Context: an optimization exercise on an open-source flow, tuned for small area and a short achievable clock period. The choices shown serve that exercise and are no tape-out recipe.
At most, simulation tests tie the RTL to the original design; equivalence was not proved.

Setup of 06-25:
==> flow/design.v <==
`default_nettype none
package bits_pkg;
  localparam int CACHE_BITS = 128;
  localparam int WORD_BITS = 64;
  localparam int WORD_BYTES = 8;
  localparam int BYTE_COUNT_BITS = $clog2(WORD_BYTES + 1);
  localparam int SPACE_LIMIT = CACHE_BITS - WORD_BITS;
  localparam int TAKE_CODES = 18;
  localparam int TAKE_BITS = 5;
  typedef logic [CACHE_BITS-1:0] cache_t;
  typedef logic [WORD_BITS-1:0] word_t;
  typedef logic [WORD_BYTES-1:0] byte_mask_t;
  typedef logic [$clog2(CACHE_BITS + 1)-1:0] fill_level_t;
  typedef logic [TAKE_BITS-1:0] take_code_t;
  localparam fill_level_t LIT_BASE_BITS = 8'd11;
  localparam fill_level_t LIT_STEP_BITS = 8'd5;
  localparam int LIT_CODES = 16;
  localparam take_code_t OP_TYPE1_CODE = 5'd16;
  localparam take_code_t OP_TYPE2_CODE = 5'd17;
  localparam fill_level_t OP_TYPE1_BITS = 8'd22;
  localparam fill_level_t OP_TYPE2_BITS = 8'd18;
  typedef struct packed {
    logic valid;
    word_t word;
    fill_level_t bits;
  } fill_t;
  typedef enum logic [0:0] {
    FILL_IDLE = 1'b0,
    FILL_ACK = 1'b1
  } fill_state_e;
endpackage
`default_nettype wire
`default_nettype none
import bits_pkg::*;
module bits_fill_ctrl
(
  input logic clk,
  input logic resetB,
  input logic mem_req,
  input bits_pkg::byte_mask_t valid_bytes,
  output logic mem_ack,
  input logic space_available,
  input logic load_taken,
  output logic load_valid,
  output logic [BYTE_COUNT_BITS-1:0] load_bytes
);
  bits_pkg::fill_state_e state;
  bits_pkg::fill_state_e state_next;
  logic [1:0] pair_count [4];
  logic [2:0] quad_count [2];
  always_comb
  begin
    for (int i = 0; i < 4; i++)
    begin
      pair_count[i] = 2'(valid_bytes[2 * i]) + 2'(valid_bytes[2 * i + 1]);
    end
    for (int i = 0; i < 2; i++)
    begin
      quad_count[i] = 3'(pair_count[2 * i]) + 3'(pair_count[2 * i + 1]);
    end
    load_bytes = (BYTE_COUNT_BITS)'(quad_count[0]) + (BYTE_COUNT_BITS)'(quad_count[1]);
  end
  assign load_valid = (state == FILL_IDLE) && mem_req && space_available;
  always_comb
  begin
    state_next = state;
    case (state)
      FILL_IDLE:
      begin
        if (load_taken)
        begin
          state_next = FILL_ACK;
        end
      end
      FILL_ACK:
      begin
        if (!mem_req)
        begin
          state_next = FILL_IDLE;
        end
      end
      default:
      begin
        state_next = FILL_IDLE;
      end
    endcase
  end
  always_ff @(posedge clk or negedge resetB)
  begin
    if (!resetB)
    begin
      state <= FILL_IDLE;
    end
    else
    begin
      state <= state_next;
    end
  end
  assign mem_ack = (state == FILL_ACK);
endmodule
`default_nettype wire
`default_nettype none
import bits_pkg::*;
module bits_bit_buffer
(
  input logic clk,
  input logic resetB,
  input bits_pkg::take_code_t take,
  input logic load_valid,
  input bits_pkg::word_t load_word,
  input logic [BYTE_COUNT_BITS-1:0] load_bytes,
  output logic load_taken,
  output bits_pkg::cache_t instruction_cache,
  output logic space_available
);
  localparam int STAGES = 7;
  bits_pkg::fill_level_t room;
  bits_pkg::fill_level_t room_next;
  bits_pkg::fill_level_t take_len;
  logic [TAKE_CODES-1:0] take_fits;
  logic take_valid;
  logic [STAGES-1:0] load_amt;
  logic [STAGES-1:0] shift_amt;
  bits_pkg::cache_t shift_out;
  logic [WORD_BITS-1:0] keep_hi;
  function automatic bits_pkg::fill_level_t take_length(input bits_pkg::take_code_t code);
    bits_pkg::fill_level_t len;
    begin
      case (code)
      5'd0: len = 8'd11;
      5'd1: len = 8'd16;
      5'd2: len = 8'd21;
      5'd3: len = 8'd26;
      5'd4: len = 8'd31;
      5'd5: len = 8'd36;
      5'd6: len = 8'd41;
      5'd7: len = 8'd46;
      5'd8: len = 8'd51;
      5'd9: len = 8'd56;
      5'd10: len = 8'd61;
      5'd11: len = 8'd66;
      5'd12: len = 8'd71;
      5'd13: len = 8'd76;
      5'd14: len = 8'd81;
      5'd15: len = 8'd86;
      5'd16: len = 8'd22;
      5'd17: len = 8'd18;
      default: len = 8'd0;
      endcase
      take_length = len;
    end
  endfunction
  function automatic logic at_most(input bits_pkg::fill_level_t x, input bits_pkg::fill_level_t k);
    logic gt;
    logic eq;
    begin
      gt = 1'b0;
      eq = 1'b1;
      for (int i = 7; i >= 0; i--)
      begin
        if (k[i])
        begin
          eq = eq & x[i];
        end
        else
        begin
          gt = gt | (eq & x[i]);
          eq = eq & !x[i];
        end
      end
      at_most = !gt;
    end
  endfunction
  for (genvar c = 0; c < TAKE_CODES; c++)
  begin : g_fits
    assign take_fits[c] = at_most(room, bits_pkg::fill_level_t'(CACHE_BITS) - take_length(bits_pkg::take_code_t'(c)));
  end
  assign take_len = take_length(take);
  assign space_available = room[7] | room[6];
  assign load_amt = {room[7], room[5:0]};
  logic [3:0] code_lo;
  logic [3:0] code_mid;
  logic [3:0] fits_grp;
  logic fits_lo;
  logic take_valid_n;
  bits_onehot2 u_code_lo (.a (take[1:0]), .y (code_lo));
  bits_onehot2 u_code_mid (.a (take[3:2]), .y (code_mid));
  for (genvar m = 0; m < 4; m++)
  begin : g_grp
    bits_and_or4 u_grp (.s (code_lo), .d (take_fits[4 * m +: 4]), .y (fits_grp[m]));
  end
  bits_and_or4 u_fits_lo (.s (code_mid), .d (fits_grp), .y (fits_lo));
  bits_take_valid u_take_valid (
    .code_hi (take[4]),
    .fits_lo (fits_lo),
    .mid_zero (code_mid[0]),
    .lo_zero (code_lo[0]),
    .lo_one (code_lo[1]),
    .fits_16 (take_fits[16]),
    .fits_17 (take_fits[17]),
    .y (take_valid),
    .y_n (take_valid_n)
  );
  logic [STAGES-1:0] shift_amt_n;
  logic load_taken_n;
  for (genvar k = 0; k < STAGES; k++)
  begin : g_sel
    bits_pick u_pick (.t (take_valid), .t_n (take_valid_n), .a (take_len[k]), .b (load_valid & load_amt[k]), .y (shift_amt[k]), .y_n (shift_amt_n[k]));
  end
  bits_pick u_load (.t (take_valid), .t_n (take_valid_n), .a (1'b0), .b (load_valid), .y (load_taken), .y_n (load_taken_n));
  logic [CACHE_BITS-1:0] stage [STAGES+1];
  for (genvar i = 0; i < WORD_BITS; i++)
  begin : g_in
    bits_oai22 u_in (.sa_n(load_valid), .a(instruction_cache[i]), .sb_n(!load_valid), .b(load_word[i]), .y(stage[0][i]));
  end
  assign stage[0][CACHE_BITS-1:WORD_BITS] = ~instruction_cache[CACHE_BITS-1:WORD_BITS];
  for (genvar s = 0; s < STAGES; s++)
  begin : g_stage
    for (genvar i = 0; i < CACHE_BITS; i++)
    begin : g_bit
      if (i >= (1 << s))
      begin : g_mux
        bits_oai22 u_mux (.sa_n(shift_amt[s]), .a(stage[s][i]), .sb_n(shift_amt_n[s]), .b(stage[s][i - (1 << s)]), .y(stage[s+1][i]));
      end
      else
      begin : g_pass
        assign stage[s+1][i] = ~stage[s][i];
      end
    end
  end
  assign shift_out = stage[STAGES];
  logic [7:0] grp_lt;
  logic [7:0] grp_eq;
  logic [7:0] low_le;
  always_comb
  begin
    for (int p = 0; p < 8; p++)
    begin
      grp_lt[p] = load_taken && (load_amt[6:3] < 4'(p));
      grp_eq[p] = load_taken && (load_amt[6:3] == 4'(p));
    end
    for (int q = 0; q < 8; q++)
    begin
      low_le[q] = (load_amt[2:0] <= 3'(q));
    end
  end
  for (genvar j = 0; j < WORD_BITS; j++)
  begin : g_keep
    assign keep_hi[j] = grp_lt[j / 8] || (grp_eq[j / 8] && low_le[j % 8]);
  end
  bits_pkg::fill_level_t room_take;
  bits_pkg::fill_level_t room_load;
  assign room_take = room + take_len;
  assign room_load = {room[7:3] - 5'(load_bytes), room[2:0]};
  always_comb
  begin
    if (take_valid)
    begin
      room_next = room_take;
    end
    else if (load_taken)
    begin
      room_next = room_load;
    end
    else
    begin
      room_next = room;
    end
  end
  always_ff @(posedge clk)
  begin
    for (int j = 0; j < WORD_BITS; j++)
    begin
      instruction_cache[j] <= shift_out[j];
      if (!keep_hi[j])
      begin
        instruction_cache[WORD_BITS + j] <= shift_out[WORD_BITS + j];
      end
    end
  end
  always_ff @(posedge clk or negedge resetB)
  begin
    if (!resetB)
    begin
      room <= bits_pkg::fill_level_t'(CACHE_BITS);
    end
    else
    begin
      room <= room_next;
    end
  end
endmodule
`default_nettype wire
`default_nettype none
module bits_oai22
(
  input logic sa_n,
  input logic a,
  input logic sb_n,
  input logic b,
  output logic y
);
  assign y = ~((a | sa_n) & (b | sb_n));
endmodule
`default_nettype wire
`default_nettype none
module bits_onehot2
(
  input logic [1:0] a,
  output logic [3:0] y
);
  assign y[0] = !a[1] & !a[0];
  assign y[1] = !a[1] & a[0];
  assign y[2] = a[1] & !a[0];
  assign y[3] = a[1] & a[0];
endmodule
`default_nettype wire
`default_nettype none
module bits_and_or4
(
  input logic [3:0] s,
  input logic [3:0] d,
  output logic y
);
  assign y = (s[0] & d[0]) | (s[1] & d[1]) | (s[2] & d[2]) | (s[3] & d[3]);
endmodule
`default_nettype wire
`default_nettype none
module bits_take_valid
(
  input logic code_hi,
  input logic fits_lo,
  input logic mid_zero,
  input logic lo_zero,
  input logic lo_one,
  input logic fits_16,
  input logic fits_17,
  output logic y,
  output logic y_n
);
  assign y = code_hi ? (mid_zero & ((lo_zero & fits_16) | (lo_one & fits_17))) : fits_lo;
  assign y_n = !y;
endmodule
`default_nettype wire
`default_nettype none
module bits_pick
(
  input logic t,
  input logic t_n,
  input logic a,
  input logic b,
  output logic y,
  output logic y_n
);
  assign y = (t & a) | (t_n & b);
  assign y_n = !y;
endmodule
`default_nettype wire
`default_nettype none
import bits_pkg::*;
module bits_instruction_cache
(
  input logic clk,
  input logic resetB,
  input logic mem_req,
  output logic mem_ack,
  input bits_pkg::word_t instruction_word,
  input bits_pkg::byte_mask_t valid_bytes,
  input bits_pkg::take_code_t instruction_process,
  output bits_pkg::cache_t instruction_cache,
  output logic space_available
);
  logic load_valid;
  logic [BYTE_COUNT_BITS-1:0] load_bytes;
  logic load_taken;
  bits_fill_ctrl u_fill_ctrl (
    .clk (clk),
    .resetB (resetB),
    .mem_req (mem_req),
    .valid_bytes (valid_bytes),
    .mem_ack (mem_ack),
    .space_available (space_available),
    .load_taken (load_taken),
    .load_valid (load_valid),
    .load_bytes (load_bytes)
  );
  bits_bit_buffer u_bit_buffer (
    .clk (clk),
    .resetB (resetB),
    .take (instruction_process),
    .load_valid (load_valid),
    .load_word (instruction_word),
    .load_bytes (load_bytes),
    .load_taken (load_taken),
    .instruction_cache (instruction_cache),
    .space_available (space_available)
  );
endmodule
`default_nettype wire
export LEC_CHECK = 0
export CAP_MARGIN = 20
export CORE_MARGIN = 2
export CORE_UTILIZATION = 40
export CTS_BUF_LIST = sky130_fd_sc_hd__clkbuf_4 sky130_fd_sc_hd__clkbuf_8
export PLACE_DENSITY = 0.55
export SETUP_SLACK_MARGIN = 1.0
export SLEW_MARGIN = 20
export SYNTH_HIERARCHICAL = 1
create_clock -name core_clock -period 6.5 [get_ports {clk}]
standard.sh (not shown) runs the stock make flow with config.mk's settings and CLKGATE_MAP_FILE= SYNTH_SCRIPT=/design/flow/synth_recipe.tcl, a recipe that flattens the netlist after the stock synthesis.
==> flow/flow/run.sh <==
#!/bin/bash
# The standard layout, with every input and output port buffered by a plain
# buffer (sky130_fd_sc_hd__buf_1) instead of the delay buffer that
# buffer_ports picks on its own. The resizer may still size these up.
set -euo pipefail
export BUFFER_PORTS_ARGS="-buffer_cell sky130_fd_sc_hd__buf_1"
bash standard.sh > standard.log 2>&1
What 11-09 does differently from 06-25 at the input level:
--- a/flow/design.v
+++ b/flow/design.v
@@ -199,18 +199,18 @@
     .fits_16 (take_fits[16]),
     .fits_17 (take_fits[17]),
     .y (take_valid),
     .y_n (take_valid_n)
   );
   logic [STAGES-1:0] shift_amt_n;
-  logic load_taken_n;
   for (genvar k = 0; k < STAGES; k++)
   begin : g_sel
-    bits_pick u_pick (.t (take_valid), .t_n (take_valid_n), .a (take_len[k]), .b (load_valid & load_amt[k]), .y (shift_amt[k]), .y_n (shift_amt_n[k]));
+    bits_pick_n u_pick (.t (take_valid), .a (!take_len[k]), .b (!(load_valid & load_amt[k])), .y (shift_amt[k]));
+    bits_pick_n u_pick_n (.t (take_valid), .a (take_len[k]), .b (load_valid & load_amt[k]), .y (shift_amt_n[k]));
   end
-  bits_pick u_load (.t (take_valid), .t_n (take_valid_n), .a (1'b0), .b (load_valid), .y (load_taken), .y_n (load_taken_n));
+  assign load_taken = load_valid && !take_valid;
   logic [CACHE_BITS-1:0] stage [STAGES+1];
   for (genvar i = 0; i < WORD_BITS; i++)
   begin : g_in
     bits_oai22 u_in (.sa_n(load_valid), .a(instruction_cache[i]), .sb_n(!load_valid), .b(load_word[i]), .y(stage[0][i]));
   end
   assign stage[0][CACHE_BITS-1:WORD_BITS] = ~instruction_cache[CACHE_BITS-1:WORD_BITS];
@@ -340,23 +340,20 @@
 );
   assign y = code_hi ? (mid_zero & ((lo_zero & fits_16) | (lo_one & fits_17))) : fits_lo;
   assign y_n = !y;
 endmodule
 `default_nettype wire
 `default_nettype none
-module bits_pick
+module bits_pick_n
 (
   input logic t,
-  input logic t_n,
   input logic a,
   input logic b,
-  output logic y,
-  output logic y_n
+  output logic y
 );
-  assign y = (t & a) | (t_n & b);
-  assign y_n = !y;
+  assign y = ~(t ? a : b);
 endmodule
 `default_nettype wire
 `default_nettype none
 import bits_pkg::*;
 module bits_instruction_cache
 (
## What came out
In the tables for 06-25 and 11-09, portion of the clock cycle consumed by the worst path in the final layout reads higher with 06-25.
Post-route non-filler standard cell count: 06-25 vs 11-09 — no meaningful difference
11-09 against 06-25: area occupied by multi-input gates went up, final instance area shrank by about 0.3%, final critical-path setup slack has increased, cell count after synthesis increased by 16 relative to the old numbers, instance count after placement with tap cells included flat.
Looking at worst-case headroom to the max-slew limit across both flows, 11-09 is the stronger of the two, with 06-25 trailing.
Wire length: 11-09 vs 06-25 down 4.0%
Per the comparison of 11-09 with 06-25, via count now smaller, clock latency on the worst-skew pair now smaller.
For sequential cell area, 11-09 and 06-25 come out practically identical.
The RTL of 06-25 was laid out without a check of its function.

---

== the baseline ==
RTL: the design.v shown in full above, as it stands there.
Settings: LEC_CHECK=0, CAP_MARGIN=20, CORE_MARGIN=2, CORE_UTILIZATION=30, CTS_BUF_LIST=sky130_fd_sc_hd__clkbuf_4 sky130_fd_sc_hd__clkbuf_8, PLACE_DENSITY=0.45, SETUP_SLACK_MARGIN=1.0, SLEW_MARGIN=20, SYNTH_HIERARCHICAL=1; clock period 6.5 ns.
Scripts as last shown in full above: flow/flow/run.sh
Here is what was changed in the inputs of the candidate compared with the baseline.
--- a/flow/design.v
+++ b/flow/design.v
@@ -46,19 +46,32 @@
 );
   bits_pkg::fill_state_e state;
   bits_pkg::fill_state_e state_next;
-  logic [1:0] pair_count [4];
-  logic [2:0] quad_count [2];
-  always_comb
-  begin
-    for (int i = 0; i < 4; i++)
-    begin
-      pair_count[i] = 2'(valid_bytes[2 * i]) + 2'(valid_bytes[2 * i + 1]);
-    end
-    for (int i = 0; i < 2; i++)
+  logic [WORD_BYTES-1:0] sorted [7];
+  logic [WORD_BYTES-1:0] at_least;
+  function automatic logic [WORD_BYTES-1:0] exchange(input logic [WORD_BYTES-1:0] v, input int a, input int b);
+    logic [WORD_BYTES-1:0] r;
     begin
-      quad_count[i] = 3'(pair_count[2 * i]) + 3'(pair_count[2 * i + 1]);
+      r = v;
+      r[a] = v[a] | v[b];
+      r[b] = v[a] & v[b];
+      exchange = r;
     end
-    load_bytes = (BYTE_COUNT_BITS)'(quad_count[0]) + (BYTE_COUNT_BITS)'(quad_count[1]);
+  endfunction
+  always_comb
+  begin
+    sorted[0] = valid_bytes;
+    sorted[1] = exchange(exchange(exchange(exchange(sorted[0], 0, 1), 2, 3), 4, 5), 6, 7);
+    sorted[2] = exchange(exchange(exchange(exchange(sorted[1], 0, 2), 1, 3), 4, 6), 5, 7);
+    sorted[3] = exchange(exchange(sorted[2], 1, 2), 5, 6);
+    sorted[4] = exchange(exchange(exchange(exchange(sorted[3], 0, 4), 1, 5), 2, 6), 3, 7);
+    sorted[5] = exchange(exchange(sorted[4], 2, 4), 3, 5);
+    sorted[6] = exchange(exchange(exchange(sorted[5], 1, 2), 3, 4), 5, 6);
+    at_least = sorted[6];
+    load_bytes[3] = at_least[7];
+    load_bytes[2] = at_least[3] & !at_least[7];
+    load_bytes[1] = (at_least[1] & !at_least[3]) | (at_least[5] & !at_least[7]);
+    load_bytes[0] = (at_least[0] & !at_least[1]) | (at_least[2] & !at_least[3])
+                  | (at_least[4] & !at_least[5]) | (at_least[6] & !at_least[7]);
   end
   assign load_valid = (state == FILL_IDLE) && mem_req && space_available;
   always_comb
Notes after the runs:
Of the candidate and the baseline, it is the candidate that has the lower setup slack after placement. Delta (the candidate minus the baseline): via count of the first global-routing pass went up by about 1.2%, sequential share of layout area went down by 0.36 points. Measured against the baseline, the count of inserted tapcells of the candidate comes out at 1.09 times the reference value. Going from the baseline to the candidate, the mapped cell area was found to have gone up by about 1.4%. In the metrics for the baseline and the candidate, the one carrying the lower proportion of cell area spent on the clock network is the candidate. The candidate vs the baseline: core utilization down in the candidate. On non-clock buffer count: between the baseline and the candidate, it ends up higher for the baseline. A launching instance or port of the critical path of instruction_process[1] is what the candidate shows, while u_bit_buffer.room[1]$_DFFE_PN0P_ belongs to the baseline. The routed wire length on met2 in the candidate sits 1400 um above the value recorded for the baseline.
No run of this note included a check of the RTL's function; only the layout flow was run.

-- separate check: timing with driven ports --
Ports are ideal in the flow. The routed layouts listed here were re-timed in OpenROAD.
Step 1 assumes that a clkbuf_16 drives the clock port and a buf_2 every other input.
Step 2 also shifts input and output timing later by t, the mid clock arrival at the registers, as if the neighbouring blocks saw the same clock.
Slacks: ideal / step 1 / step 2; pairs: ideal / step 1.
| run | shift t [ns] | slack for setup (ns) | worst hold slack (ns) | worst setup path at the end | worst data-port slew with drivers (ns) |
|---|---|---|---|---|---|
| 06-25 | 0.530 | 1.109 / 1.134 / 0.604 | 0.660 / 0.660 / 0.660 | input to register | 0.03 |
| 11-09 | 0.510 | 1.146 / 1.170 / 0.660 | 0.650 / 0.650 / 0.650 | input to register | 0.04 |
| the baseline | 0.561 | 1.178 / 1.178 / 0.786 | 0.646 / 0.646 / 0.646 | input to register | 0.05 |
| the candidate | 0.561 | 1.070 / 1.093 / 0.532 | 0.621 / 0.621 / 0.621 | input to register | 0.05 |
After both steps setup and hold are still met in every run listed. The setup slack of the candidate, which loses most, moves by +0.023 ns with the drivers and by -0.538 ns with both steps.
